This is an optimization exercise on Yosys and OpenROAD, whose aim is small area and a short achievable clock period, not a production implementation. Only simulation tests tie the RTL to the original design; equivalence was not proved.

## flow/design.v (module list and top-level ports; edited modules follow where they fit)
// module mul_pipe_unit: 1135 lines
module mul_pipe_unit #(
   parameter int WIDTH   = 32,
   parameter int LATENCY = 4
) (
   input  logic               clk,
   input  logic               rst,
   input  logic               start,
   input  logic               is_signed,
   input  logic [WIDTH-1:0]   a,
   input  logic [WIDTH-1:0]   b,
   input  logic               flush,
   output logic               busy,
   output logic               done,
   output logic [2*WIDTH-1:0] result,
   output logic [1:0]         dbg_state
);
  // ...
==> flow/flow/run.sh <==
#!/bin/bash
# Own layout flow: the standard flow, with these changes.
#  1. After the standard synthesis, flow/faflip.py re-chooses the polarity of each full-adder cell
#     (FA(~a,~b,~c) = ~FA(a,b,c)) so that most of the inverters Yosys's extract_fa leaves between
#     adders go away; it also looks through the larger inverters and reuses them as inverted
#     copies, and folds inverters into the xor2/xnor2 gates that feed them. Registers are untouched.
#  2. Ports are buffered with sky130_fd_sc_hd__buf_1 instead of the flow's default pick.
#  3. Up to CTS, repair_timing aims 6.6 ns beyond the clock period on the worst path only (no TNS
#     repair); routing and the steps after it run with the standard margin.
# Each step's output goes to a log file of its own here; ORFS's own logs are under orfs/logs.
set -euo pipefail
R=orfs/results/sky130hd/mul_pipe_unit/base
PORTS="BUFFER_PORTS_ARGS=-buffer_cell sky130_fd_sc_hd__buf_1"
bash standard.sh synth > log_synth.txt 2>&1
python3 flow/faflip.py $R/1_2_yosys.v $R/1_2_yosys.faflip.v > log_faflip.txt 2>&1
cp $R/1_2_yosys.v $R/1_2_yosys.orig.v
mv $R/1_2_yosys.faflip.v $R/1_2_yosys.v
rm -f $R/1_synth.odb
touch $R/1_2_yosys.v
bash standard.sh "$PORTS" SETUP_SLACK_MARGIN=6.6 TNS_END_PERCENT=0 cts > log_cts.txt 2>&1
bash standard.sh "$PORTS" finish > log_finish.txt 2>&1
==> flow/flow/faflip.py <==
#!/usr/bin/env python3
"""Re-choose the polarity of full-adder cells in a Yosys netlist to drop inverters.

A full adder with all three inputs inverted gives both outputs inverted:
FA(~a,~b,~c) = (~sum, ~cout). Yosys's extract_fa often picks the inverted form, which leaves an
inv_1 between most pairs of adders. This pass looks through inv_1 cells, picks for each fa cell
whether to flip it so that the fewest inverters remain, and writes the netlist back with one
inverter per signal that some pin still needs in the other polarity. Flip-flops, ports and all
other cells are left as they are.

usage: faflip.py IN.v OUT.v
"""
import re
import sys

INV = "sky130_fd_sc_hd__inv_1"
FA_PREFIX = "sky130_fd_sc_hd__fa_"
OUT_PINS = {"X", "Y", "Q", "Q_N", "SUM", "COUT", "HI", "LO"}

src = open(sys.argv[1]).read()
m = re.search(r"^(module\s.*?;\n)(.*?)^endmodule", src, re.S | re.M)
head, body = m.group(1), m.group(2)
pre, post = src[: m.start()], src[m.end():]

# split body into declarations, cells and assigns
cell_re = re.compile(r"^\s*(sky130_fd_sc_hd__\w+)\s+(\S+)\s*\((.*?)\);\s*$", re.S | re.M)
decl_lines = []
cells = []
assigns = []
pos = 0
for cm in cell_re.finditer(body):
    chunk = body[pos:cm.start()]
    for ln in chunk.splitlines():
        if ln.strip().startswith("assign"):
            assigns.append(ln)
        elif ln.strip():
            decl_lines.append(ln)
    pins = [(p, s.strip()) for p, s in re.findall(r"\.(\w+)\(([^()]*)\)", cm.group(3))]
    cells.append([cm.group(1), cm.group(2), pins])
    pos = cm.end()
for ln in body[pos:].splitlines():
    if ln.strip().startswith("assign"):
        assigns.append(ln)
    elif ln.strip():
        decl_lines.append(ln)

ports = set()
for ln in head.split("(", 1)[1].split(")")[0].split(","):
    ports.add(ln.strip())


def base_name(net):
    n = net.strip()
    if n.startswith("\\"):
        n = n.split()[0]
    return re.sub(r"\[\d+\]$", "", n.lstrip("\\"))


assign_nets = set()
for a in assigns:
    for tok in re.findall(r"\\\S+|[A-Za-z_][\w$]*(?:\s*\[\d+\])?", a):
        assign_nets.add(base_name(tok))

fixed_net = lambda n: base_name(n) in ports or base_name(n) in assign_nets

# inverters we may absorb: inv_1 whose output is an internal net. Larger inverters stay (they
# were sized for their fanout) but are looked through too, and can serve as a signal's inverted copy.
INV_RE = re.compile(r"sky130_fd_sc_hd__(clk)?inv_\d+$")
BUF_RE = re.compile(r"sky130_fd_sc_hd__(clk)?buf_\d+$")
inv_of = {}     # output net -> (input net, inverts)
inv_cells = set()
kept_inv = set()
kept_buf = set()
for i, (t, n, pins) in enumerate(cells):
    if INV_RE.match(t) or BUF_RE.match(t):
        d = dict(pins)
        y = d.get("Y", d.get("X"))
        if fixed_net(y):
            continue
        inv_of[y] = (d["A"], 0 if BUF_RE.match(t) else 1)
        if t == INV:
            inv_cells.add(i)
        elif BUF_RE.match(t):
            kept_buf.add(i)
        else:
            kept_inv.add(i)


def resolve(net):
    """(base net, polarity) of a net, looking through absorbable inverters."""
    q = 0
    seen = 0
    while net in inv_of and seen < 16:
        net, v = inv_of[net]
        q ^= v
        seen += 1
    return net, q


# drivers of base nets
driver = {}
for i, (t, n, pins) in enumerate(cells):
    if i in inv_cells or i in kept_inv or i in kept_buf:
        continue
    for p, s in pins:
        if p in OUT_PINS:
            driver[s] = (i, p)

fa_idx = [i for i, c in enumerate(cells) if c[0].startswith(FA_PREFIX)]
# an fa may flip only if none of its output nets is a port or used by an assign
can_flip = {}
for i in fa_idx:
    d = dict(cells[i][2])
    can_flip[i] = not any(fixed_net(d[p]) for p in ("SUM", "COUT") if p in d)

flip = {i: 0 for i in fa_idx}

# consumer pins: (cell index, pin, base, q0)
uses = {}
for i, (t, n, pins) in enumerate(cells):
    if i in inv_cells:
        continue
    for p, s in pins:
        if p in OUT_PINS:
            continue
        b, q = resolve(s)
        uses.setdefault(b, []).append((i, p, q))
# nets used by assigns or ports (outputs) need their own polarity
for b in list(inv_of.keys()):
    pass


def phys_pol(b):
    dv = driver.get(b)
    if dv and dv[0] in flip:
        return flip[dv[0]]
    return 0


def need(b):
    """(needs true copy, needs inverted copy) relative to the physical net of b."""
    pp = phys_pol(b)
    t = f = False
    for (i, p, q) in uses.get(b, []):
        want = q ^ (flip[i] if i in flip else 0)
        if want == pp:
            t = True
        else:
            f = True
    return t, f


def cost_of(b):
    t, f = need(b)
    return 1 if f else 0


def local_nets(i):
    d = dict(cells[i][2])
    nets = set()
    for p in ("A", "B", "CIN"):
        nets.add(resolve(d[p])[0])
    for p in ("SUM", "COUT"):
        if p in d:
            nets.add(d[p])
    return nets


total0 = sum(cost_of(b) for b in set(uses))


def greedy():
    improved = True
    rounds = 0
    while improved and rounds < 20:
        improved = False
        rounds += 1
        for i in fa_idx:
            if not can_flip[i]:
                continue
            nets = local_nets(i)
            before = sum(cost_of(b) for b in nets)
            flip[i] ^= 1
            after = sum(cost_of(b) for b in nets)
            if after < before:
                improved = True
            else:
                flip[i] ^= 1


import random
rng = random.Random(1)
greedy()
best = (sum(cost_of(b) for b in set(uses)), dict(flip))
for trial in range(40):
    # perturb the best assignment a little and descend again
    for i in fa_idx:
        flip[i] = best[1][i]
        if can_flip[i] and rng.random() < 0.15:
            flip[i] ^= 1
    greedy()
    c = sum(cost_of(b) for b in set(uses))
    if c < best[0]:
        best = (c, dict(flip))
flip.update(best[1])
total1 = sum(cost_of(b) for b in set(uses))
sys.stderr.write(f"faflip: {len(inv_cells)} absorbable inverters, signals needing an inverter "
                 f"{total0} -> {total1}, flipped {sum(flip.values())} of {len(fa_idx)} adders\n")

# rebuild
new_decl = []
counter = [0]


def fresh(prefix):
    counter[0] += 1
    name = f"_faflip_{prefix}{counter[0]}_"
    new_decl.append(f"  wire {name};")
    return name


inv_net = {}   # base -> net carrying the complement of its physical net
phys_net = {}  # base -> physical net name (renamed when the driver flips)
for b in set(uses) | set(driver):
    phys_net[b] = b
for i in fa_idx:
    if flip[i]:
        d = dict(cells[i][2])
        for p in ("SUM", "COUT"):
            if p in d:
                phys_net[d[p]] = fresh("p")

new_cells = []
# a kept inverter whose input reads the physical net of b already gives b's inverted copy
kept_copy = {}
for i in sorted(kept_inv):
    d = dict(cells[i][2])
    b, q = resolve(d["A"])
    if q == phys_pol(b) and b not in kept_copy:
        kept_copy[b] = d["Y"]
for b in sorted(set(uses)):
    t, f = need(b)
    if f:
        if b in kept_copy:
            inv_net[b] = kept_copy[b]
            continue
        nm = fresh("n")
        inv_net[b] = nm
        new_cells.append((INV, f"_faflip_inv{counter[0]}_", [("A", phys_net[b]), ("Y", nm)]))

out_cells = []
for i, (t, n, pins) in enumerate(cells):
    if i in inv_cells:
        continue
    newpins = []
    for p, s in pins:
        if p in OUT_PINS:
            newpins.append((p, phys_net.get(s, s)))
            continue
        if i in kept_inv and kept_copy.get(resolve(s)[0]) == dict(pins)["Y"]:
            newpins.append((p, phys_net[resolve(s)[0]]))
            continue
        b, q = resolve(s)
        want = q ^ (flip[i] if i in flip else 0)
        if want == phys_pol(b):
            newpins.append((p, phys_net[b]))
        else:
            newpins.append((p, inv_net[b]))
    out_cells.append((t, n, newpins))
out_cells.extend(new_cells)

# drop kept buffers and inverters that no longer drive anything
while True:
    used = set()
    for t, n, pins in out_cells:
        for p, s_ in pins:
            if p not in OUT_PINS:
                used.add(s_)
    keep = []
    removed = 0
    for t, n, pins in out_cells:
        if (INV_RE.match(t) or BUF_RE.match(t)) and t != INV or (t == INV and not n.startswith("_faflip_")):
            y = dict(pins).get("Y", dict(pins).get("X"))
            if y not in used and not fixed_net(y):
                removed += 1
                continue
        keep.append((t, n, pins))
    out_cells = keep
    if not removed:
        break

# absorb an inverter into the xor2/xnor2 that alone feeds it: swap the gate for its complement
SWAP = {"sky130_fd_sc_hd__xor2_1": ("sky130_fd_sc_hd__xnor2_1", "X", "Y"),
        "sky130_fd_sc_hd__xnor2_1": ("sky130_fd_sc_hd__xor2_1", "Y", "X")}
fanout = {}
drv_at = {}
for k, (t, n, pins) in enumerate(out_cells):
    for p, s_ in pins:
        if p in OUT_PINS:
            drv_at[s_] = k
        else:
            fanout[s_] = fanout.get(s_, 0) + 1
dead = set()
swapped = 0
for k, (t, n, pins) in enumerate(out_cells):
    if t != INV:
        continue
    d = dict(pins)
    a, y = d["A"], d["Y"]
    j = drv_at.get(a)
    if j is None or j in dead or fanout.get(a, 0) != 1 or fixed_net(a):
        continue
    tj, nj, pj = out_cells[j]
    if tj not in SWAP:
        continue
    newt, op, np_ = SWAP[tj]
    out_cells[j] = (newt, nj, [(np_ if p == op else p, y if p == op else s_) for p, s_ in pj])
    dead.add(k)
    swapped += 1
out_cells = [c for k, c in enumerate(out_cells) if k not in dead]
sys.stderr.write(f"faflip: absorbed {swapped} inverters into xor/xnor gates\n")

# a flipped adder's old output net may still be a consumer-free name: if some pin wanted the
# true value of a flipped signal it now reads the inverter, so the old name is simply unused.
lines = [head]
lines.extend(decl_lines)
lines.extend(new_decl)
for t, n, pins in out_cells:
    pl = ",\n".join(f"    .{p}({s}{' ' if s.startswith(chr(92)) else ''})" for p, s in pins)
    lines.append(f"  {t} {n} (\n{pl}\n  );")
lines.extend(assigns)
open(sys.argv[2], "w").write(pre + "\n".join(lines) + "\nendmodule" + post)
==> flow/standard.sh <==
#!/bin/bash
# synth_recipe.tcl (not shown) runs the flow's synth.tcl, then flattens the netlist and writes it again
# the make line also repeats each setting of config.mk as NAME=value (left out here)
make -C /OpenROAD-flow-scripts/flow DESIGN_CONFIG=/design/flow/config.mk WORK_HOME=/design/flow/orfs CLKGATE_MAP_FILE= SYNTH_SCRIPT=/design/flow/synth_recipe.tcl "${@:-finish}"
==> flow/config.mk <==
export PLATFORM = sky130hd
export DESIGN_NAME = mul_pipe_unit
export DESIGN_NICKNAME = mul_pipe_unit
export VERILOG_FILES = /design/flow/design.v
export SDC_FILE = /design/flow/constraint.sdc
export NUM_CORES = 4
export LEC_CHECK = 0
export CAP_MARGIN = 20
export CORE_MARGIN = 2
export CORE_UTILIZATION = 55
export SLEW_MARGIN = 20
==> flow/constraint.sdc <==
create_clock -name core_clock -period 11.0 [get_ports {clk}]
set_input_delay 2.2000 -clock core_clock [delete_from_list [all_inputs] [get_ports {clk}]]
set_output_delay 2.2000 -clock core_clock [all_outputs]
set_load 0.01 [all_outputs]
==> report_table.html, run 1 <==
<table>
<tr><th>Metric</th><th>Value</th></tr>
<tr><th colspan="2">GRT</th></tr>
<tr><td>Pin count of the biggest net entering global routing</td><td>77</td></tr>
<tr><td>Global-route usage over all layers</td><td>0.306</td></tr>
<tr><td>Global route total overflow</td><td>0</td></tr>
<tr><td>Wire length of the first global-routing pass</td><td>71400 um</td></tr>
<tr><th colspan="2">Timing</th></tr>
<tr><td>Crit path setup slack, layout</td><td>6.25 ns</td></tr>
<tr><td>Worst Hold Slack</td><td>approximately 0.45 ns</td></tr>
<tr><td>Final setup vio count</td><td>0</td></tr>
<tr><td>Tightest slew margin relative to the limit</td><td>0.372</td></tr>
<tr><td>Hold Fails Final Rpt</td><td>0</td></tr>
<tr><th colspan="2">Drt</th></tr>
<tr><td>Wire length on met1</td><td>roughly 18000 um</td></tr>
<tr><td>Routed met2 length</td><td>roughly 22000 um</td></tr>
<tr><td>Routed length per instance</td><td>22.0 um</td></tr>
<tr><td>Violation count after the first detailed-route iteration</td><td>989</td></tr>
<tr><td>Detailed Routing Iterations Pass 1</td><td>6</td></tr>
<tr><th colspan="2">Critical path</th></tr>
<tr><td>Crit-path slowest cell</td><td>a2bb2oi_1</td></tr>
<tr><td>Max incr delay on CP</td><td>0.36 ns</td></tr>
<tr><td>Cells along the critical path</td><td>ha_1 &gt; and4_1 &gt; a2bb2oi_1 &gt; a31oi_2 &gt; o31ai_1 &gt; xor2_1 &gt; buf_1</td></tr>
<tr><td>Startpoint Class</td><td>flip-flop</td></tr>
<tr><th colspan="2">Place</th></tr>
<tr><td>Number of placed instances, taps included</td><td>1998</td></tr>
<tr><td>Port buffer count</td><td>135</td></tr>
<tr><th colspan="2">Synth</th></tr>
<tr><td>Cells after Synth</td><td>1503</td></tr>
<tr><td>Count of synthesis-stage warnings from yosys</td><td>1</td></tr>
<tr><th colspan="2">Final layout</th></tr>
<tr><td>Area growth from synthesis to layout</td><td>9.96%</td></tr>
<tr><td>Layout Nets</td><td>1973</td></tr>
<tr><td>Multi-input gate share of total cell area</td><td>0.640</td></tr>
<tr><td>Biggest regs</td><td>result_r x64, a_r x33, acc x33</td></tr>
<tr><td>Total non-filler cell area in the finished layout</td><td>0.0173 sq mm</td></tr>
<tr><td>Clkbuf count</td><td>18</td></tr>
<tr><th colspan="2">Floorplan</th></tr>
<tr><td>Std cell rows</td><td>61</td></tr>
<tr><td>Top-level I/O count</td><td>137</td></tr>
<tr><th colspan="2">CTS</th></tr>
<tr><td>TritonCTS Sinks</td><td>192</td></tr>
<tr><td>Clk root buf</td><td>clkbuf_16</td></tr>
<tr><td>Clock-pin slew on the worst setup and hold paths</td><td>around 0.08 ns</td></tr>
<tr><td>H-tree depth</td><td>4</td></tr>
<tr><td>Post-cts sizing count</td><td>15</td></tr>
<tr><th colspan="2">Status</th></tr>
<tr><td>Run status</td><td>finished clean</td></tr>
<tr><th colspan="2">Hold path</th></tr>
<tr><td>Type of the most critical hold path</td><td>flip-flop to flip-flop</td></tr>
<tr><td>Hold worst-path end</td><td>result_r[15]</td></tr>
</table>
==> run 2, diff against run 1 <==
--- a/flow/design.v
+++ b/flow/design.v
@@ -1124,12 +1124,76 @@
          dc  <= dn;
       end
       sel_neg <= nx_neg;
       sel_one <= nx_one;
       sel_two <= nx_two;
    end
    assign busy      = busy_r;
    assign done      = done_r;
-   assign rhi       = result_r[63:24] + ((40'(rc[0]) << 12) | (40'(rc[1]) << 16) | (40'(rc[2]) << 20) | (40'(rc[3]) << 24) | (40'(rc[4]) << 28) | (40'(rc[5]) << 32) | (40'(rc[6]) << 36));
+   wire ba0 = &result_r[39:36];
+   wire ba1 = &result_r[43:40];
+   wire ba2 = &result_r[47:44];
+   wire ba3 = &result_r[51:48];
+   wire ba4 = &result_r[55:52];
+   wire ba5 = &result_r[59:56];
+   wire ba6 = &result_r[63:60];
+   wire bg1_1 = (rc[1] & ba1) | (ba1 & (rc[0] & ba0));
+   wire bp1_1 = ba1 & ba0;
+   wire bg1_2 = (rc[2] & ba2) | (ba2 & (rc[1] & ba1));
+   wire bp1_2 = ba2 & ba1;
+   wire bg1_3 = (rc[3] & ba3) | (ba3 & (rc[2] & ba2));
+   wire bp1_3 = ba3 & ba2;
+   wire bg1_4 = (rc[4] & ba4) | (ba4 & (rc[3] & ba3));
+   wire bp1_4 = ba4 & ba3;
+   wire bg1_5 = (rc[5] & ba5) | (ba5 & (rc[4] & ba4));
+   wire bp1_5 = ba5 & ba4;
+   wire bg2_2 = bg1_2 | (bp1_2 & (rc[0] & ba0));
+   wire bp2_2 = bp1_2 & ba0;
+   wire bg2_3 = bg1_3 | (bp1_3 & bg1_1);
+   wire bp2_3 = bp1_3 & bp1_1;
+   wire bg2_4 = bg1_4 | (bp1_4 & bg1_2);
+   wire bp2_4 = bp1_4 & bp1_2;
+   wire bg2_5 = bg1_5 | (bp1_5 & bg1_3);
+   wire bp2_5 = bp1_5 & bp1_3;
+   wire bg3_4 = bg2_4 | (bp2_4 & (rc[0] & ba0));
+   wire bp3_4 = bp2_4 & ba0;
+   wire bg3_5 = bg2_5 | (bp2_5 & bg1_1);
+   wire bp3_5 = bp2_5 & bp1_1;
+   wire bc0 = rc[0];
+   assign rhi[12] = result_r[36] ^ bc0;
+   assign rhi[13] = (result_r[36]) ? (result_r[37] ^ bc0) : result_r[37];
+   assign rhi[14] = (result_r[36] & result_r[37]) ? (result_r[38] ^ bc0) : result_r[38];
+   assign rhi[15] = (result_r[36] & result_r[37] & result_r[38]) ? (result_r[39] ^ bc0) : result_r[39];
+   wire bc1 = (rc[1] | (rc[0] & ba0));
+   assign rhi[16] = result_r[40] ^ bc1;
+   assign rhi[17] = (result_r[40]) ? (result_r[41] ^ bc1) : result_r[41];
+   assign rhi[18] = (result_r[40] & result_r[41]) ? (result_r[42] ^ bc1) : result_r[42];
+   assign rhi[19] = (result_r[40] & result_r[41] & result_r[42]) ? (result_r[43] ^ bc1) : result_r[43];
+   wire bc2 = (rc[2] | bg1_1);
+   assign rhi[20] = result_r[44] ^ bc2;
+   assign rhi[21] = (result_r[44]) ? (result_r[45] ^ bc2) : result_r[45];
+   assign rhi[22] = (result_r[44] & result_r[45]) ? (result_r[46] ^ bc2) : result_r[46];
+   assign rhi[23] = (result_r[44] & result_r[45] & result_r[46]) ? (result_r[47] ^ bc2) : result_r[47];
+   wire bc3 = (rc[3] | bg2_2);
+   assign rhi[24] = result_r[48] ^ bc3;
+   assign rhi[25] = (result_r[48]) ? (result_r[49] ^ bc3) : result_r[49];
+   assign rhi[26] = (result_r[48] & result_r[49]) ? (result_r[50] ^ bc3) : result_r[50];
+   assign rhi[27] = (result_r[48] & result_r[49] & result_r[50]) ? (result_r[51] ^ bc3) : result_r[51];
+   wire bc4 = (rc[4] | bg2_3);
+   assign rhi[28] = result_r[52] ^ bc4;
+   assign rhi[29] = (result_r[52]) ? (result_r[53] ^ bc4) : result_r[53];
+   assign rhi[30] = (result_r[52] & result_r[53]) ? (result_r[54] ^ bc4) : result_r[54];
+   assign rhi[31] = (result_r[52] & result_r[53] & result_r[54]) ? (result_r[55] ^ bc4) : result_r[55];
+   wire bc5 = (rc[5] | bg3_4);
+   assign rhi[32] = result_r[56] ^ bc5;
+   assign rhi[33] = (result_r[56]) ? (result_r[57] ^ bc5) : result_r[57];
+   assign rhi[34] = (result_r[56] & result_r[57]) ? (result_r[58] ^ bc5) : result_r[58];
+   assign rhi[35] = (result_r[56] & result_r[57] & result_r[58]) ? (result_r[59] ^ bc5) : result_r[59];
+   wire bc6 = (rc[6] | bg3_5);
+   assign rhi[36] = result_r[60] ^ bc6;
+   assign rhi[37] = (result_r[60]) ? (result_r[61] ^ bc6) : result_r[61];
+   assign rhi[38] = (result_r[60] & result_r[61]) ? (result_r[62] ^ bc6) : result_r[62];
+   assign rhi[39] = (result_r[60] & result_r[61] & result_r[62]) ? (result_r[63] ^ bc6) : result_r[63];
+   assign rhi[11:0] = result_r[35:24];
    assign result    = {rhi, result_r[23:0]};
    assign dbg_state = {1'b0, busy_r};
 endmodule
--- a/flow/flow/faflip.py
+++ b/flow/flow/faflip.py
@@ -1,17 +1,19 @@
 #!/usr/bin/env python3
 """Re-choose the polarity of full-adder cells in a Yosys netlist to drop inverters.
 
 A full adder with all three inputs inverted gives both outputs inverted:
 FA(~a,~b,~c) = (~sum, ~cout). Yosys's extract_fa often picks the inverted form, which leaves an
 inv_1 between most pairs of adders. This pass looks through inv_1 cells, picks for each fa cell
 whether to flip it so that the fewest inverters remain, and writes the netlist back with one
-inverter per signal that some pin still needs in the other polarity. Flip-flops, ports and all
-other cells are left as they are.
+inverter per signal that some pin still needs in the other polarity. Larger inverters are looked
+through as well and reused as a signal's inverted copy, and an inverter fed only by an xor2/xnor2
+is absorbed by swapping that gate for its complement. Flip-flops, ports and all other cells are
+left as they are.
 
 usage: faflip.py IN.v OUT.v
 """
 import re
 import sys
 
 INV = "sky130_fd_sc_hd__inv_1"
 FA_PREFIX = "sky130_fd_sc_hd__fa_"
@@ -61,51 +63,46 @@
     for tok in re.findall(r"\\\S+|[A-Za-z_][\w$]*(?:\s*\[\d+\])?", a):
         assign_nets.add(base_name(tok))
 
 fixed_net = lambda n: base_name(n) in ports or base_name(n) in assign_nets
 
 # inverters we may absorb: inv_1 whose output is an internal net. Larger inverters stay (they
 # were sized for their fanout) but are looked through too, and can serve as a signal's inverted copy.
 INV_RE = re.compile(r"sky130_fd_sc_hd__(clk)?inv_\d+$")
-BUF_RE = re.compile(r"sky130_fd_sc_hd__(clk)?buf_\d+$")
-inv_of = {}     # output net -> (input net, inverts)
+inv_of = {}     # output net -> input net
 inv_cells = set()
 kept_inv = set()
-kept_buf = set()
 for i, (t, n, pins) in enumerate(cells):
-    if INV_RE.match(t) or BUF_RE.match(t):
+    if INV_RE.match(t):
         d = dict(pins)
-        y = d.get("Y", d.get("X"))
-        if fixed_net(y):
+        if fixed_net(d["Y"]):
             continue
-        inv_of[y] = (d["A"], 0 if BUF_RE.match(t) else 1)
+        inv_of[d["Y"]] = d["A"]
         if t == INV:
             inv_cells.add(i)
-        elif BUF_RE.match(t):
-            kept_buf.add(i)
         else:
             kept_inv.add(i)
 
 
 def resolve(net):
     """(base net, polarity) of a net, looking through absorbable inverters."""
     q = 0
     seen = 0
-    while net in inv_of and seen < 16:
-        net, v = inv_of[net]
-        q ^= v
+    while net in inv_of and seen < 8:
+        net = inv_of[net]
+        q ^= 1
         seen += 1
     return net, q
 
 
 # drivers of base nets
 driver = {}
 for i, (t, n, pins) in enumerate(cells):
-    if i in inv_cells or i in kept_inv or i in kept_buf:
+    if i in inv_cells or i in kept_inv:
         continue
     for p, s in pins:
         if p in OUT_PINS:
             driver[s] = (i, p)
 
 fa_idx = [i for i, c in enumerate(cells) if c[0].startswith(FA_PREFIX)]
 # an fa may flip only if none of its output nets is a port or used by an assign
 can_flip = {}
@@ -264,36 +261,16 @@
         want = q ^ (flip[i] if i in flip else 0)
         if want == phys_pol(b):
             newpins.append((p, phys_net[b]))
         else:
             newpins.append((p, inv_net[b]))
     out_cells.append((t, n, newpins))
 out_cells.extend(new_cells)
 
-# drop kept buffers and inverters that no longer drive anything
-while True:
-    used = set()
-    for t, n, pins in out_cells:
-        for p, s_ in pins:
-            if p not in OUT_PINS:
-                used.add(s_)
-    keep = []
-    removed = 0
-    for t, n, pins in out_cells:
-        if (INV_RE.match(t) or BUF_RE.match(t)) and t != INV or (t == INV and not n.startswith("_faflip_")):
-            y = dict(pins).get("Y", dict(pins).get("X"))
-            if y not in used and not fixed_net(y):
-                removed += 1
-                continue
-        keep.append((t, n, pins))
-    out_cells = keep
-    if not removed:
-        break
-
 # absorb an inverter into the xor2/xnor2 that alone feeds it: swap the gate for its complement
 SWAP = {"sky130_fd_sc_hd__xor2_1": ("sky130_fd_sc_hd__xnor2_1", "X", "Y"),
         "sky130_fd_sc_hd__xnor2_1": ("sky130_fd_sc_hd__xor2_1", "Y", "X")}
 fanout = {}
 drv_at = {}
 for k, (t, n, pins) in enumerate(out_cells):
     for p, s_ in pins:
         if p in OUT_PINS:
==> report_table.html, run 2 <==
<table>
<tr><th>Metric</th><th>Value</th></tr>
<tr><th colspan="2">CTS</th></tr>
<tr><td>CTS Hold Bufs</td><td>0</td></tr>
<tr><td>H-tree depth</td><td>4 (unchanged)</td></tr>
<tr><td>Clock-pin slew on the worst setup and hold paths</td><td>0.09 ns (about the same)</td></tr>
<tr><td>Total clock buffers created by CTS</td><td>17</td></tr>
<tr><td>Clock Path Buffers</td><td>2</td></tr>
<tr><td>Clock insertion delay at the later pin of the skew report</td><td>0.46 ns</td></tr>
<tr><td>CTS tree</td><td>yes</td></tr>
<tr><td>Clk root buf</td><td>clkbuf_16</td></tr>
<tr><td>TritonCTS Sinks</td><td>192 (unchanged)</td></tr>
<tr><th colspan="2">Timing</th></tr>
<tr><td>Hold Fails Final Rpt</td><td>0 (unchanged)</td></tr>
<tr><td>Tightest slew margin relative to the limit</td><td>0.364 (-0.00805)</td></tr>
<tr><td>Period utilization</td><td>0.406</td></tr>
<tr><td>Sum of negative setup slack</td><td>0 ns</td></tr>
<tr><td>Worst-margin pin slew</td><td>0.955 ns</td></tr>
<tr><td>Clock Skews</td><td>0.0179 ns</td></tr>
<tr><td>Setup repair after global routing missed its margin</td><td>no</td></tr>
<tr><td>Achievable clock frequency</td><td>approximately 0.22 GHz</td></tr>
<tr><td>Final setup vio count</td><td>0 (unchanged)</td></tr>
<tr><td>Final critical path time including I/O delays and setup</td><td>4.46 ns</td></tr>
<tr><td>Max-slew violation count</td><td>0</td></tr>
<tr><th colspan="2">GRT</th></tr>
<tr><td>Pin count of the biggest net entering global routing</td><td>80 (+3.9%)</td></tr>
<tr><td>Global-route usage over all layers</td><td>0.294 (-0.0121)</td></tr>
<tr><td>Number of antenna violations at the first check in global routing</td><td>1</td></tr>
<tr><td>Wire length of the first global-routing pass</td><td>68300 um (-4.3%)</td></tr>
<tr><td>Number of global-route vias before repair</td><td>11800</td></tr>
<tr><td>Global route total overflow</td><td>0 (unchanged)</td></tr>
<tr><th colspan="2">Critical path</th></tr>
<tr><td>Max incr delay on CP</td><td>0.71 ns (+0.35 ns)</td></tr>
<tr><td>R2R cell count</td><td>12</td></tr>
<tr><td>Slack of the worst reg-to-reg path</td><td>6.54 ns</td></tr>
<tr><td>Req. time, crit path</td><td>between 10 and 15 ns</td></tr>
<tr><td>Reg-to-Reg Start</td><td>a_r[13]</td></tr>
<tr><td>Category of the critical setup timing path</td><td>flip-flop to flip-flop</td></tr>
<tr><td>Setup crit end kind</td><td>flip-flop</td></tr>
<tr><td>Arrival time reported for the critical path endpoint</td><td>roughly 4.8 ns</td></tr>
<tr><td>Startpoint Class</td><td>flip-flop</td></tr>
<tr><td>Crit-path slowest cell</td><td>edfxtp_1</td></tr>
<tr><td>Largest fanout of any net on the critical path</td><td>12</td></tr>
<tr><td>Critical R2R Capture</td><td>rc[2]</td></tr>
<tr><td>Critical Path Source</td><td>a_r[13]</td></tr>
<tr><td>Cells along the critical path</td><td>a22oi_1 &gt; xnor2_1 &gt; fa_1 &gt; fa_1 &gt; fa_1 &gt; fa_1 &gt; ha_1 &gt; fa_1 &gt; inv_1 &gt; nor2b_1 &gt; o21ai_0 &gt; a311oi_1</td></tr>
<tr><td>Cell repeated most along the worst path</td><td>fa_1</td></tr>
<tr><th colspan="2">Status</th></tr>
<tr><td>Run status</td><td>finished clean</td></tr>
<tr><th colspan="2">Floorplan</th></tr>
<tr><td>Std cell rows</td><td>62 (+1.6%)</td></tr>
<tr><td>Top-level I/O count</td><td>137 (unchanged)</td></tr>
<tr><td>Floorplan die width</td><td>174 um</td></tr>
<tr><td>Initial core utilization</td><td>0.558</td></tr>
<tr><td>Full die area</td><td>0.0304 sq mm</td></tr>
<tr><td>Die height</td><td>174 um</td></tr>
<tr><td>Core area</td><td>between 0.02 and 0.03 sq mm</td></tr>
<tr><th colspan="2">Hold path</th></tr>
<tr><td>Min-Delay Path Depth</td><td>2</td></tr>
<tr><td>Type of the most critical hold path</td><td>flip-flop to flip-flop</td></tr>
<tr><td>Hold path start</td><td>result_r[27]</td></tr>
<tr><td>Hold worst-path end</td><td>result_r[27]</td></tr>
<tr><th colspan="2">Synth</th></tr>
<tr><td>Cells after Synth</td><td>1608 (+7.0%)</td></tr>
<tr><td>Combined area of all synthesized cells</td><td>0.0160 sq mm</td></tr>
<tr><td>Avg Cell Area, Syn</td><td>9.94 sq um</td></tr>
<tr><td>Count of synthesis-stage warnings from yosys</td><td>1 (unchanged)</td></tr>
<tr><td>Net Count, Synth</td><td>1929</td></tr>
<tr><th colspan="2">Drt</th></tr>
<tr><td>Detailed Routing Iterations Pass 1</td><td>6 (unchanged)</td></tr>
<tr><td>Routed length per instance</td><td>21.7 um (-1.4%)</td></tr>
<tr><td>Total number of vias</td><td>11800</td></tr>
<tr><td># DRC</td><td>0</td></tr>
<tr><td>Total routed wirelength</td><td>between 40000 and 50000 um</td></tr>
<tr><td>Violation count after the first detailed-route iteration</td><td>1207 (+22%)</td></tr>
<tr><td>Number of antenna-violating nets in the routed design</td><td>0</td></tr>
<tr><td>Vias/cell</td><td>5.87</td></tr>
<tr><th colspan="2">Place</th></tr>
<tr><td>Number of placed instances, taps included</td><td>1967 (-1.6%)</td></tr>
<tr><td>Post-placement cell area</td><td>~0.016 sq mm</td></tr>
<tr><td>Global placer's final weighted congestion</td><td>0.859</td></tr>
<tr><td>Total half-perimeter wirelength after legalization and detailed placement</td><td>30600 um</td></tr>
<tr><td>Port buffer count</td><td>135 (unchanged)</td></tr>
<tr><th colspan="2">Run</th></tr>
<tr><td>Max Cap Violations</td><td>0</td></tr>
<tr><th colspan="2">Final layout</th></tr>
<tr><td>Layout cells sized above 1</td><td>0.0707</td></tr>
<tr><td>Area growth from synthesis to layout</td><td>6.51%</td></tr>
<tr><td>Most used cells in the layout excluding fill and tap cells</td><td>xnor2_1, a22oi_1, fa_1, dfxtp_1, nand2_1</td></tr>
<tr><td>Number of flip-flops in the largest register</td><td>64</td></tr>
<tr><td>Number of filler cells placed in the layout</td><td>2553</td></tr>
<tr><td>Register ranked first by flip-flop count</td><td>result_r</td></tr>
<tr><td>Most frequent standard cell in the layout excluding fill and tap cells</td><td>xnor2_1</td></tr>
<tr><td>Non-filler cells, final</td><td>around 2000</td></tr>
<tr><td>Total non-filler cell area in the finished layout</td><td>0.0170 sq mm (-1.8%)</td></tr>
<tr><td>Layout Nets</td><td>1935 (-1.9%)</td></tr>
<tr><td>Biggest regs</td><td>result_r x64, a_r x33, acc x33</td></tr>
</table>
-- run 2: timing repair --
item	4_1_cts	5_1_grt
resized for setup	17	0
endpoints found under the hold margin	0	0
buffers inserted	12	0
endpoints found under the setup margin	18	0
-- run 2: how the worst max path moves through the flow --
stage                         to  slack (ns)  cells past startpoint
floorplan                  rc[5]        6.62                     14
global placement           rc[5]        6.60                     14
detailed placement         rc[2]        6.56                     12
CTS                   result[63]        6.55                      8
global route        result_r[55]        6.30                     12
finish                     rc[2]        6.54                     12
-- run 2: layout make-up --
| class | count | area, sq um | share of cell area |
|---|---|---|---|
| clock inverter | 14 | 138 | 0.00809 |
| inverter | 82 | 308 | 0.0181 |
| timing repair buffer | 164 | 729 | 0.0429 |
| multi-input combinational | 1157 | 10700 | 0.630 |
| clock buffer | 18 | 429 | 0.0252 |
| sequential | 192 | 4210 | 0.247 |
| tap | 384 | 480 | 0.0282 |
| antenna | 1 | 2.50 | 0.000147 |
-- run 2: worst max-delay path, delay by kind of cell, from the launching register on --
family                     cells  cell delay, ns
adders and majority gates      6            2.68
DFF                            1            0.71
AOI/OAI and AO/OA              3            0.58
xor gates and xnor gates       1            0.18
buffers and inverters          1            0.09
and+or+nand+nor                1            0.05
-- run 2: routing by layer --
layer,GRT usage,vias to the layer above,part of all wire
met2,0.431,474,0.44
met1,0.435,5855,0.46
met4,0.0949,0,0.029
met3,0.0580,86,0.072
li1,-,5402,-
met5,0,-,0
-- run 2: stage by stage --
step,setup WS [ns],utilization,hold WS (ns)
finish,6.54,0.594,0.453
global route,6.30,0.594,0.475
CTS,6.55,0.594,0.458
detailed placement,6.56,0.570,0.446
global placement,6.60,0.570,0.442
floorplan,6.62,-,0.402
==> run 3, diff against run 2 <==
==> flow/flow/run.sh (replaced) <==
#!/bin/bash
# Own layout flow: the standard flow, with these changes.
#  1. After the standard synthesis, flow/faflip.py re-chooses the polarity of each full-adder cell
#     (FA(~a,~b,~c) = ~FA(a,b,c)) so that most of the inverters Yosys's extract_fa leaves between
#     adders go away; it also looks through the larger inverters and reuses them as inverted
#     copies, and folds inverters into the xor2/xnor2 gates that feed them. Registers are untouched.
#  2. Ports are buffered with sky130_fd_sc_hd__buf_1 instead of the flow's default pick.
#  3. Synthesis and every later step also leave out the platform's slow complex gates (four-input
#     and-or cells and the like) and its weakest (_0) cells: flow/dont_use.txt lists the platform's own
#     don't-use cells followed by these.
#  4. Up to CTS, repair_timing aims 6.6 ns beyond the clock period on the worst path only (no TNS
#     repair); routing and the steps after it run with the standard margin.
# Each step's output goes to a log file of its own here; ORFS's own logs are under orfs/logs.
set -euo pipefail
R=orfs/results/sky130hd/mul_pipe_unit/base
PORTS="BUFFER_PORTS_ARGS=-buffer_cell sky130_fd_sc_hd__buf_1"
DU="DONT_USE_CELLS=$(cat flow/dont_use.txt)"
bash standard.sh "$DU" synth > log_synth.txt 2>&1
python3 flow/faflip.py $R/1_2_yosys.v $R/1_2_yosys.faflip.v > log_faflip.txt 2>&1
cp $R/1_2_yosys.v $R/1_2_yosys.orig.v
mv $R/1_2_yosys.faflip.v $R/1_2_yosys.v
rm -f $R/1_synth.odb
touch $R/1_2_yosys.v
bash standard.sh "$DU" "$PORTS" SETUP_SLACK_MARGIN=6.6 TNS_END_PERCENT=0 cts > log_cts.txt 2>&1
bash standard.sh "$DU" "$PORTS" finish > log_finish.txt 2>&1
==> flow/flow/dont_use.txt (new file) <==
sky130_fd_sc_hd__probe_p_8 sky130_fd_sc_hd__probec_p_8 sky130_fd_sc_hd__lpflow_bleeder_1 sky130_fd_sc_hd__lpflow_clkbufkapwr_1 sky130_fd_sc_hd__lpflow_clkbufkapwr_16 sky130_fd_sc_hd__lpflow_clkbufkapwr_2 sky130_fd_sc_hd__lpflow_clkbufkapwr_4 sky130_fd_sc_hd__lpflow_clkbufkapwr_8 sky130_fd_sc_hd__lpflow_clkinvkapwr_1 sky130_fd_sc_hd__lpflow_clkinvkapwr_16 sky130_fd_sc_hd__lpflow_clkinvkapwr_2 sky130_fd_sc_hd__lpflow_clkinvkapwr_4 sky130_fd_sc_hd__lpflow_clkinvkapwr_8 sky130_fd_sc_hd__lpflow_decapkapwr_12 sky130_fd_sc_hd__lpflow_decapkapwr_3 sky130_fd_sc_hd__lpflow_decapkapwr_4 sky130_fd_sc_hd__lpflow_decapkapwr_6 sky130_fd_sc_hd__lpflow_decapkapwr_8 sky130_fd_sc_hd__lpflow_inputiso0n_1 sky130_fd_sc_hd__lpflow_inputiso0p_1 sky130_fd_sc_hd__lpflow_inputiso1n_1 sky130_fd_sc_hd__lpflow_inputiso1p_1 sky130_fd_sc_hd__lpflow_inputisolatch_1 sky130_fd_sc_hd__lpflow_isobufsrc_1 sky130_fd_sc_hd__lpflow_isobufsrc_16 sky130_fd_sc_hd__lpflow_isobufsrc_2 sky130_fd_sc_hd__lpflow_isobufsrc_4 sky130_fd_sc_hd__lpflow_isobufsrc_8 sky130_fd_sc_hd__lpflow_isobufsrckapwr_16 sky130_fd_sc_hd__lpflow_lsbuf_lh_hl_isowell_tap_1 sky130_fd_sc_hd__lpflow_lsbuf_lh_hl_isowell_tap_2 sky130_fd_sc_hd__lpflow_lsbuf_lh_hl_isowell_tap_4 sky130_fd_sc_hd__lpflow_lsbuf_lh_isowell_4 sky130_fd_sc_hd__lpflow_lsbuf_lh_isowell_tap_1 sky130_fd_sc_hd__lpflow_lsbuf_lh_isowell_tap_2 sky130_fd_sc_hd__lpflow_lsbuf_lh_isowell_tap_4  sky130_fd_sc_hd__a2111o_1 sky130_fd_sc_hd__a2111o_2 sky130_fd_sc_hd__a2111o_4 sky130_fd_sc_hd__a2111oi_0 sky130_fd_sc_hd__a2111oi_1 sky130_fd_sc_hd__a2111oi_2 sky130_fd_sc_hd__a2111oi_4 sky130_fd_sc_hd__a211o_1 sky130_fd_sc_hd__a211o_2 sky130_fd_sc_hd__a211o_4 sky130_fd_sc_hd__a21boi_0 sky130_fd_sc_hd__a221o_1 sky130_fd_sc_hd__a221o_2 sky130_fd_sc_hd__a221o_4 sky130_fd_sc_hd__a221oi_1 sky130_fd_sc_hd__a221oi_2 sky130_fd_sc_hd__a221oi_4 sky130_fd_sc_hd__a222oi_1 sky130_fd_sc_hd__a2bb2o_1 sky130_fd_sc_hd__a2bb2o_2 sky130_fd_sc_hd__a2bb2o_4 sky130_fd_sc_hd__a2bb2oi_1 sky130_fd_sc_hd__a2bb2oi_2 sky130_fd_sc_hd__a2bb2oi_4 sky130_fd_sc_hd__a311o_1 sky130_fd_sc_hd__a311o_2 sky130_fd_sc_hd__a311o_4 sky130_fd_sc_hd__a311oi_1 sky130_fd_sc_hd__a311oi_2 sky130_fd_sc_hd__a311oi_4 sky130_fd_sc_hd__a31o_1 sky130_fd_sc_hd__a31o_2 sky130_fd_sc_hd__a31o_4 sky130_fd_sc_hd__a32o_1 sky130_fd_sc_hd__a32o_2 sky130_fd_sc_hd__a32o_4 sky130_fd_sc_hd__a32oi_1 sky130_fd_sc_hd__a32oi_2 sky130_fd_sc_hd__a32oi_4 sky130_fd_sc_hd__a41o_1 sky130_fd_sc_hd__a41o_2 sky130_fd_sc_hd__a41o_4 sky130_fd_sc_hd__a41oi_1 sky130_fd_sc_hd__a41oi_2 sky130_fd_sc_hd__a41oi_4 sky130_fd_sc_hd__and2_0 sky130_fd_sc_hd__and4_1 sky130_fd_sc_hd__and4_2 sky130_fd_sc_hd__and4_4 sky130_fd_sc_hd__and4b_1 sky130_fd_sc_hd__and4b_2 sky130_fd_sc_hd__and4b_4 sky130_fd_sc_hd__and4bb_1 sky130_fd_sc_hd__and4bb_2 sky130_fd_sc_hd__and4bb_4 sky130_fd_sc_hd__einvn_0 sky130_fd_sc_hd__nand4b_1 sky130_fd_sc_hd__nand4b_2 sky130_fd_sc_hd__nand4b_4 sky130_fd_sc_hd__nand4bb_1 sky130_fd_sc_hd__nand4bb_2 sky130_fd_sc_hd__nand4bb_4 sky130_fd_sc_hd__nor4_1 sky130_fd_sc_hd__nor4_2 sky130_fd_sc_hd__nor4_4 sky130_fd_sc_hd__nor4b_1 sky130_fd_sc_hd__nor4b_2 sky130_fd_sc_hd__nor4b_4 sky130_fd_sc_hd__nor4bb_1 sky130_fd_sc_hd__nor4bb_2 sky130_fd_sc_hd__nor4bb_4 sky130_fd_sc_hd__o2111a_1 sky130_fd_sc_hd__o2111a_2 sky130_fd_sc_hd__o2111a_4 sky130_fd_sc_hd__o2111ai_1 sky130_fd_sc_hd__o2111ai_2 sky130_fd_sc_hd__o2111ai_4 sky130_fd_sc_hd__o211a_1 sky130_fd_sc_hd__o211a_2 sky130_fd_sc_hd__o211a_4 sky130_fd_sc_hd__o21ai_0 sky130_fd_sc_hd__o221a_1 sky130_fd_sc_hd__o221a_2 sky130_fd_sc_hd__o221a_4 sky130_fd_sc_hd__o221ai_1 sky130_fd_sc_hd__o221ai_2 sky130_fd_sc_hd__o221ai_4 sky130_fd_sc_hd__o2bb2a_1 sky130_fd_sc_hd__o2bb2a_2 sky130_fd_sc_hd__o2bb2a_4 sky130_fd_sc_hd__o2bb2ai_1 sky130_fd_sc_hd__o2bb2ai_2 sky130_fd_sc_hd__o2bb2ai_4 sky130_fd_sc_hd__o311a_1 sky130_fd_sc_hd__o311a_2 sky130_fd_sc_hd__o311a_4 sky130_fd_sc_hd__o311ai_0 sky130_fd_sc_hd__o311ai_1 sky130_fd_sc_hd__o311ai_2 sky130_fd_sc_hd__o311ai_4 sky130_fd_sc_hd__o31a_1 sky130_fd_sc_hd__o31a_2 sky130_fd_sc_hd__o31a_4 sky130_fd_sc_hd__o32a_1 sky130_fd_sc_hd__o32a_2 sky130_fd_sc_hd__o32a_4 sky130_fd_sc_hd__o32ai_1 sky130_fd_sc_hd__o32ai_2 sky130_fd_sc_hd__o32ai_4 sky130_fd_sc_hd__o41a_1 sky130_fd_sc_hd__o41a_2 sky130_fd_sc_hd__o41a_4 sky130_fd_sc_hd__o41ai_1 sky130_fd_sc_hd__o41ai_2 sky130_fd_sc_hd__o41ai_4 sky130_fd_sc_hd__or2_0 sky130_fd_sc_hd__or4_1 sky130_fd_sc_hd__or4_2 sky130_fd_sc_hd__or4_4 sky130_fd_sc_hd__or4b_1 sky130_fd_sc_hd__or4b_2 sky130_fd_sc_hd__or4b_4 sky130_fd_sc_hd__or4bb_1 sky130_fd_sc_hd__or4bb_2 sky130_fd_sc_hd__or4bb_4
==> report_table.html, run 3 <==
<table>
<tr><th>Metric</th><th>Value</th></tr>
<tr><th colspan="2">GRT</th></tr>
<tr><td>Pin count of the biggest net entering global routing</td><td>81 (+1.3%)</td></tr>
<tr><td>Global-route usage over all layers</td><td>0.285 (-0.00864)</td></tr>
<tr><td>Wire length of the first global-routing pass</td><td>67200 um (-1.6%)</td></tr>
<tr><td>Number of global-route vias before repair</td><td>11700 (-1.2%)</td></tr>
<tr><td>Number of antenna violations at the first check in global routing</td><td>2 (+1)</td></tr>
<tr><td>Global route total overflow</td><td>0 (unchanged)</td></tr>
<tr><th colspan="2">Synth</th></tr>
<tr><td>Avg Cell Area, Syn</td><td>9.86 sq um (-0.71%)</td></tr>
<tr><td>Combined area of all synthesized cells</td><td>0.0160 sq mm (+0.40%)</td></tr>
<tr><td>Net Count, Synth</td><td>1947 (+0.93%)</td></tr>
<tr><td>Count of synthesis-stage warnings from yosys</td><td>1 (unchanged)</td></tr>
<tr><td>Cells after Synth</td><td>1626 (+1.1%)</td></tr>
<tr><th colspan="2">Timing</th></tr>
<tr><td>Crit path setup slack, layout</td><td>6.59 ns (+0.0579 ns)</td></tr>
<tr><td>Tightest slew margin relative to the limit</td><td>0.388 (+0.0244)</td></tr>
<tr><td>Final setup vio count</td><td>0 (unchanged)</td></tr>
<tr><td>Clock Skews</td><td>0.0139 ns (-0.00402 ns)</td></tr>
<tr><td>Worst Hold Slack</td><td>0.452 ns (-0.00111 ns)</td></tr>
<tr><td>Hold Fails Final Rpt</td><td>0 (unchanged)</td></tr>
<tr><td>Worst-margin pin slew</td><td>0.918 ns (-0.0366 ns)</td></tr>
<tr><td>Setup repair after global routing missed its margin</td><td>no</td></tr>
<tr><td>Sum of negative setup slack</td><td>0 ns (unchanged)</td></tr>
<tr><td>Final critical path time including I/O delays and setup</td><td>4.41 ns (-0.0579 ns)</td></tr>
<tr><td>Period utilization</td><td>0.401 (-0.00526)</td></tr>
<tr><td>Max-slew violation count</td><td>0 (unchanged)</td></tr>
<tr><td>Achievable clock frequency</td><td>0.227 GHz (+1.3%)</td></tr>
<tr><th colspan="2">CTS</th></tr>
<tr><td>Total clock buffers created by CTS</td><td>17 (unchanged)</td></tr>
<tr><td>Clock-pin slew on the worst setup and hold paths</td><td>0.09 ns (about the same)</td></tr>
<tr><td>CTS tree</td><td>yes</td></tr>
<tr><td>Clock Path Buffers</td><td>2 (unchanged)</td></tr>
<tr><td>TritonCTS Sinks</td><td>192 (unchanged)</td></tr>
<tr><td>H-tree depth</td><td>4 (unchanged)</td></tr>
<tr><td>Clock insertion delay at the later pin of the skew report</td><td>0.46 ns (about the same)</td></tr>
<tr><td>Clk root buf</td><td>clkbuf_16</td></tr>
<tr><th colspan="2">Floorplan</th></tr>
<tr><td>Top-level I/O count</td><td>137 (unchanged)</td></tr>
<tr><td>Std cell rows</td><td>62 (unchanged)</td></tr>
<tr><td>Full die area</td><td>0.0305 sq mm (+0.39%)</td></tr>
<tr><td>Initial core utilization</td><td>0.559 (+0.000715)</td></tr>
<tr><td>Floorplan die width</td><td>175 um (+0.19%)</td></tr>
<tr><td>Die height</td><td>175 um (+0.19%)</td></tr>
<tr><td>Core area</td><td>0.0287 sq mm (+0.27%)</td></tr>
<tr><th colspan="2">Hold path</th></tr>
<tr><td>Type of the most critical hold path</td><td>flip-flop to flip-flop</td></tr>
<tr><th colspan="2">Critical path</th></tr>
<tr><td>Largest fanout of any net on the critical path</td><td>33 (+21)</td></tr>
<tr><td>Arrival time reported for the critical path endpoint</td><td>4.72 ns (-0.05 ns)</td></tr>
<tr><td>Category of the critical setup timing path</td><td>flip-flop to flip-flop</td></tr>
<tr><td>Startpoint Class</td><td>flip-flop</td></tr>
<tr><td>Setup crit end kind</td><td>flip-flop</td></tr>
<tr><td>Req. time, crit path</td><td>11.31 ns (about the same)</td></tr>
<tr><th colspan="2">Drt</th></tr>
<tr><td>Number of antenna-violating nets in the routed design</td><td>0 (unchanged)</td></tr>
<tr><td>Routed length per instance</td><td>20.8 um (-4.0%)</td></tr>
<tr><td>Detailed Routing Iterations Pass 1</td><td>6 (unchanged)</td></tr>
<tr><td>Violation count after the first detailed-route iteration</td><td>963 (-20%)</td></tr>
<tr><td># DRC</td><td>0 (unchanged)</td></tr>
<tr><td>Total routed wirelength</td><td>42000 um (-3.5%)</td></tr>
<tr><td>Total number of vias</td><td>11600 (-1.8%)</td></tr>
<tr><td>Vias/cell</td><td>5.74 (-2.3%)</td></tr>
<tr><th colspan="2">Final layout</th></tr>
<tr><td>Biggest regs</td><td>result_r x64, a_r x33, acc x33</td></tr>
<tr><td>Layout Nets</td><td>1945 (+0.52%)</td></tr>
<tr><td>Total non-filler cell area in the finished layout</td><td>0.0170 sq mm (-0.21%)</td></tr>
<tr><td>Most frequent standard cell in the layout excluding fill and tap cells</td><td>xnor2_1</td></tr>
<tr><td>Final core area utilization</td><td>0.592 (-0.00283)</td></tr>
<tr><td>Number of flip-flops in the largest register</td><td>64 (unchanged)</td></tr>
<tr><td>Area growth from synthesis to layout</td><td>5.87%</td></tr>
<tr><td>Layout cells sized above 1</td><td>0.0635 (-0.00715)</td></tr>
<tr><td>Most used cells in the layout excluding fill and tap cells</td><td>xnor2_1, a22oi_1, fa_1, dfxtp_1, nand2_1</td></tr>
<tr><td>Non-filler cells, final</td><td>2022 (+0.50%)</td></tr>
<tr><td>Register ranked first by flip-flop count</td><td>result_r</td></tr>
<tr><th colspan="2">Status</th></tr>
<tr><td>Run status</td><td>finished clean</td></tr>
<tr><th colspan="2">Place</th></tr>
<tr><td>Number of placed instances, taps included</td><td>1988 (+1.1%)</td></tr>
<tr><td>Global placer's final weighted congestion</td><td>0.850 (-1.1%)</td></tr>
<tr><td>Port buffer count</td><td>135 (unchanged)</td></tr>
<tr><td>Total half-perimeter wirelength after legalization and detailed placement</td><td>30300 um (-0.80%)</td></tr>
<tr><td>Pre-CTS setup slack</td><td>6.63 ns (+0.0663 ns)</td></tr>
<tr><td>Post-placement cell area</td><td>0.0164 sq mm (+0.41%)</td></tr>
<tr><th colspan="2">Run</th></tr>
<tr><td>Max Cap Violations</td><td>0 (unchanged)</td></tr>
</table>
## run 3: layout make-up
type                    instances  area (sq um)
diodes                          1          2.50
clock buffers                  18           429
clock inverters                14           159
fillers                      2564         11700
inverters                      81           304
multi-input cells            1176         10700
flip-flops and latches        192          4200
well taps                     384           480
repair buffers                156           667
## run 3: final timing paths
| check | cells past startpoint | slack (ns) | start | end |
|---|---|---|---|---|
| worst max register to register | 15 | 6.59 | sel_two[0] | rc[5] |
| worst min-delay path | 2 | 0.45 | bl[13] | result_r[13] |
| worst max-delay path | 15 | 6.59 | sel_two[0] | rc[5] |
| worst min register to register | 2 | 0.45 | bl[13] | result_r[13] |
## run 3: what timing repair did
action                     in CTS  in global routing
hold buffers                    0                  0
resized for setup               9                  0
buffers inserted                1                  0
setup endpoints to repair      11                  0
## run 3: metal layers
| layer | wire length [um] | global-route usage |
|---|---|---|
| met2 | 18300 | 0.427 |
| met4 | 397 | 0.0497 |
| met3 | 2950 | 0.0494 |
| met5 | 0 | 0 |
| met1 | 20400 | 0.438 |
## run 3: worst max-delay path, stage by stage, from the launching register on
cell,delay (ns)
dfxtp_1,0.32
buf_4,0.37
a22oi_1,0.18
xor2_1,0.18
fa_1,0.43
fa_1,0.55
inv_1,0.05
fa_1,0.50
fa_1,0.49
ha_1,0.25
fa_1,0.43
inv_1,0.09
nor2b_1,0.05
o21ai_1,0.13
and3_1,0.17
nor3_1,0.05
==> run 4, diff against run 3 <==
--- a/flow/config.mk
+++ b/flow/config.mk
@@ -8,4 +8,5 @@
 export CAP_MARGIN = 20
 export CORE_MARGIN = 2
 export CORE_UTILIZATION = 55
+export PLACE_DENSITY = 0.8
 export SLEW_MARGIN = 20
==> report_table.html, run 4 <==
<table>
<tr><th>Metric</th><th>Value</th></tr>
<tr><th colspan="2">Floorplan</th></tr>
<tr><td>Die height</td><td>175 um (unchanged)</td></tr>
<tr><td>Core area</td><td>0.0287 sq mm (unchanged)</td></tr>
<tr><td>Initial core utilization</td><td>0.559 (unchanged)</td></tr>
<tr><td>Top-level I/O count</td><td>137 (unchanged)</td></tr>
<tr><td>Floorplan die width</td><td>175 um (unchanged)</td></tr>
<tr><td>Full die area</td><td>0.0305 sq mm (unchanged)</td></tr>
<tr><td>Std cell rows</td><td>62 (unchanged)</td></tr>
<tr><th colspan="2">Final layout</th></tr>
<tr><td>Register ranked first by flip-flop count</td><td>result_r</td></tr>
<tr><td>Antenna diode count</td><td>0 (-1)</td></tr>
<tr><td>Layout cells sized above 1</td><td>0.0652 (+0.00167)</td></tr>
<tr><td>Final core area utilization</td><td>0.593 (+0.00183)</td></tr>
<tr><td>Area growth from synthesis to layout</td><td>6.19%</td></tr>
<tr><td>Layout Nets</td><td>1949 (+0.21%)</td></tr>
<tr><td>Number of flip-flops in the largest register</td><td>64 (unchanged)</td></tr>
<tr><td>Most frequent standard cell in the layout excluding fill and tap cells</td><td>xnor2_1</td></tr>
<tr><td>Most used cells in the layout excluding fill and tap cells</td><td>xnor2_1, a22oi_1, fa_1, dfxtp_1, nand2_1</td></tr>
<tr><td>Biggest regs</td><td>result_r x64, a_r x33, acc x33</td></tr>
<tr><th colspan="2">Timing</th></tr>
<tr><td>Worst Hold Slack</td><td>0.455 ns (+0.00323 ns)</td></tr>
<tr><td>Hold Fails Final Rpt</td><td>0 (unchanged)</td></tr>
<tr><td>Worst-margin pin slew</td><td>0.877 ns (-0.0413 ns)</td></tr>
<tr><td>Max-slew violation count</td><td>0 (unchanged)</td></tr>
<tr><td>Final critical path time including I/O delays and setup</td><td>4.50 ns (+0.0914 ns)</td></tr>
<tr><td>Setup repair after global routing missed its margin</td><td>no</td></tr>
<tr><td>Sum of negative setup slack</td><td>0 ns (unchanged)</td></tr>
<tr><td>Achievable clock frequency</td><td>0.222 GHz (-2.0%)</td></tr>
<tr><td>Period utilization</td><td>0.409 (+0.00831)</td></tr>
<tr><td>Final setup vio count</td><td>0 (unchanged)</td></tr>
<tr><td>Tightest slew margin relative to the limit</td><td>0.416 (+0.0275)</td></tr>
<tr><td>Clock Skews</td><td>0.0154 ns (+0.00148 ns)</td></tr>
<tr><th colspan="2">Critical path</th></tr>
<tr><td>Arrival time reported for the critical path endpoint</td><td>4.82 ns (+0.10 ns)</td></tr>
<tr><td>Startpoint Class</td><td>flip-flop</td></tr>
<tr><td>Largest fanout of any net on the critical path</td><td>12 (-64%)</td></tr>
<tr><td>Setup crit end kind</td><td>flip-flop</td></tr>
<tr><td>Category of the critical setup timing path</td><td>flip-flop to flip-flop</td></tr>
<tr><td>Req. time, crit path</td><td>11.32 ns (about the same)</td></tr>
<tr><th colspan="2">Drt</th></tr>
<tr><td>Routed length per instance</td><td>20.5 um (-1.3%)</td></tr>
<tr><td>Vias/cell</td><td>6.01 (+4.7%)</td></tr>
<tr><td>Total routed wirelength</td><td>41600 um (-1.1%)</td></tr>
<tr><td>Number of antenna-violating nets in the routed design</td><td>0 (unchanged)</td></tr>
<tr><td># DRC</td><td>0 (unchanged)</td></tr>
<tr><td>Violation count after the first detailed-route iteration</td><td>1462 (+52%)</td></tr>
<tr><td>Detailed Routing Iterations Pass 1</td><td>6 (unchanged)</td></tr>
<tr><td>Total number of vias</td><td>12200 (+4.9%)</td></tr>
<tr><th colspan="2">CTS</th></tr>
<tr><td>Clock-pin slew on the worst setup and hold paths</td><td>0.08 ns (about the same)</td></tr>
<tr><td>Clock insertion delay at the later pin of the skew report</td><td>0.46 ns (about the same)</td></tr>
<tr><td>CTS Hold Bufs</td><td>0 (unchanged)</td></tr>
<tr><td>Clk root buf</td><td>clkbuf_16</td></tr>
<tr><td>TritonCTS Sinks</td><td>192 (unchanged)</td></tr>
<tr><td>H-tree depth</td><td>4 (unchanged)</td></tr>
<tr><td>CTS tree</td><td>yes</td></tr>
<tr><td>Clock Path Buffers</td><td>2 (unchanged)</td></tr>
<tr><td>Total clock buffers created by CTS</td><td>17 (unchanged)</td></tr>
<tr><th colspan="2">GRT</th></tr>
<tr><td>Number of antenna violations at the first check in global routing</td><td>0 (-2)</td></tr>
<tr><td>Global route total overflow</td><td>0 (unchanged)</td></tr>
<tr><td>Wire length of the first global-routing pass</td><td>66000 um (-1.8%)</td></tr>
<tr><td>Number of global-route vias before repair</td><td>12200 (+4.2%)</td></tr>
<tr><td>Pin count of the biggest net entering global routing</td><td>72 (-11%)</td></tr>
<tr><td>Global-route usage over all layers</td><td>0.276 (-0.00914)</td></tr>
<tr><th colspan="2">Synth</th></tr>
<tr><td>Avg Cell Area, Syn</td><td>9.86 sq um (unchanged)</td></tr>
<tr><td>Combined area of all synthesized cells</td><td>0.0160 sq mm (unchanged)</td></tr>
<tr><td>Net Count, Synth</td><td>1947 (unchanged)</td></tr>
<tr><td>Cells after Synth</td><td>1626 (unchanged)</td></tr>
<tr><td>Count of synthesis-stage warnings from yosys</td><td>1 (unchanged)</td></tr>
<tr><th colspan="2">Status</th></tr>
<tr><td>Run status</td><td>finished clean</td></tr>
<tr><th colspan="2">Run</th></tr>
<tr><td>Max Cap Violations</td><td>0 (unchanged)</td></tr>
<tr><th colspan="2">Place</th></tr>
<tr><td>Global placer's final weighted congestion</td><td>0.938 (+10%)</td></tr>
<tr><td>Port buffer count</td><td>135 (unchanged)</td></tr>
<tr><td>Total half-perimeter wirelength after legalization and detailed placement</td><td>29500 um (-2.6%)</td></tr>
<tr><th colspan="2">Hold path</th></tr>
<tr><td>Type of the most critical hold path</td><td>flip-flop to flip-flop</td></tr>
</table>
run 4: final cells by class:
cell class,count,area [sq um]
sequential,192,4190
timing repair buffer,160,697
fill,2375,11700
inverter,81,304
clock buffer,17,425
tap,384,480
multi-input combinational,1176,10700
clock inverter,15,186
run 4: what timing repair did:
item,CTS,global route
gates resized for setup,10,0
setup buffers,1,0
setup endpoints to repair,12,0
run 4: through the flow:
| stage | std cells | setup slack [ns] | cell area [sq um] |
|---|---|---|---|
| 6_report | 2025 | 6.50 | 17000 |
| 5_1_grt | 2025 | 6.39 | 17000 |
| 4_1_cts | 2025 | 6.56 | 17000 |
| 3_5_place_dp | 1992 | 6.63 | 16400 |
| 3_3_place_gp | 1992 | 6.74 | 16400 |
| 2_1_floorplan | 1626 | 6.63 | 16000 |
run 4: final timing paths:
| check | cells past startpoint | end | from | slack [ns] |
|---|---|---|---|---|
| worst max-delay path | 13 | rc[4] | a_r[21] | 6.50 |
| worst max register to register | 13 | rc[4] | a_r[21] | 6.50 |
| worst min-delay path | 2 | result_r[16] | result_r[16] | 0.45 |
| worst min register to register | 2 | result_r[16] | result_r[16] | 0.45 |
run 4: per-layer routing:
layer  GRT usage  routed length (um)  share of wire  vias up
li1            -                   -              -     5425
met1       0.382               17100           0.41     5956
met2       0.428               19200           0.46      700
met3      0.0566                4120          0.099       92
met4       0.105                1200          0.029        0
met5           0                   0              0        -
run 4: worst max-delay path: stages (launching register included):
cell      delay (ns)
edfxtp_1        0.67
a22oi_1         0.19
xnor2_1         0.19
fa_1            0.48
fa_1            0.55
fa_1            0.52
fa_1            0.49
ha_1            0.25
fa_1            0.45
inv_1           0.12
nor2b_1         0.06
o21ai_1         0.17
and3_1          0.18
nor3_1          0.05

[separate check: timing with driven ports]
In the flow no input, the clock included, has a driving cell. The finished layouts below were timed again as built, in two steps. Step 1 assumes that a clkbuf_16 drives the clock port and a buf_2 every other input. Step 2 also shifts input and output timing later by t, the mid clock arrival at the registers, as if the neighbouring blocks saw the same clock. Slacks: no drivers / after step 1 / after step 2; pairs: no drivers / after step 1.
run | t (ns) | setup WS [ns] | hold WS [ns] | slew at the worst register clock pin (ns)
run 1 | 0.498 | 6.255 / 6.203 / 6.402 | 0.451 / 0.451 / 0.451 | 0.09 / 0.09
run 2 | 0.502 | 6.536 / 6.515 / 6.536 | 0.453 / 0.453 / 0.453 | 0.09 / 0.09
run 3 | 0.500 | 6.593 / 6.566 / 6.593 | 0.452 / 0.452 / 0.452 | 0.09 / 0.09
run 4 | 0.500 | 6.502 / 6.502 / 6.502 | 0.455 / 0.455 / 0.455 | 0.09 / 0.09
After both steps every run listed still meets setup and hold.
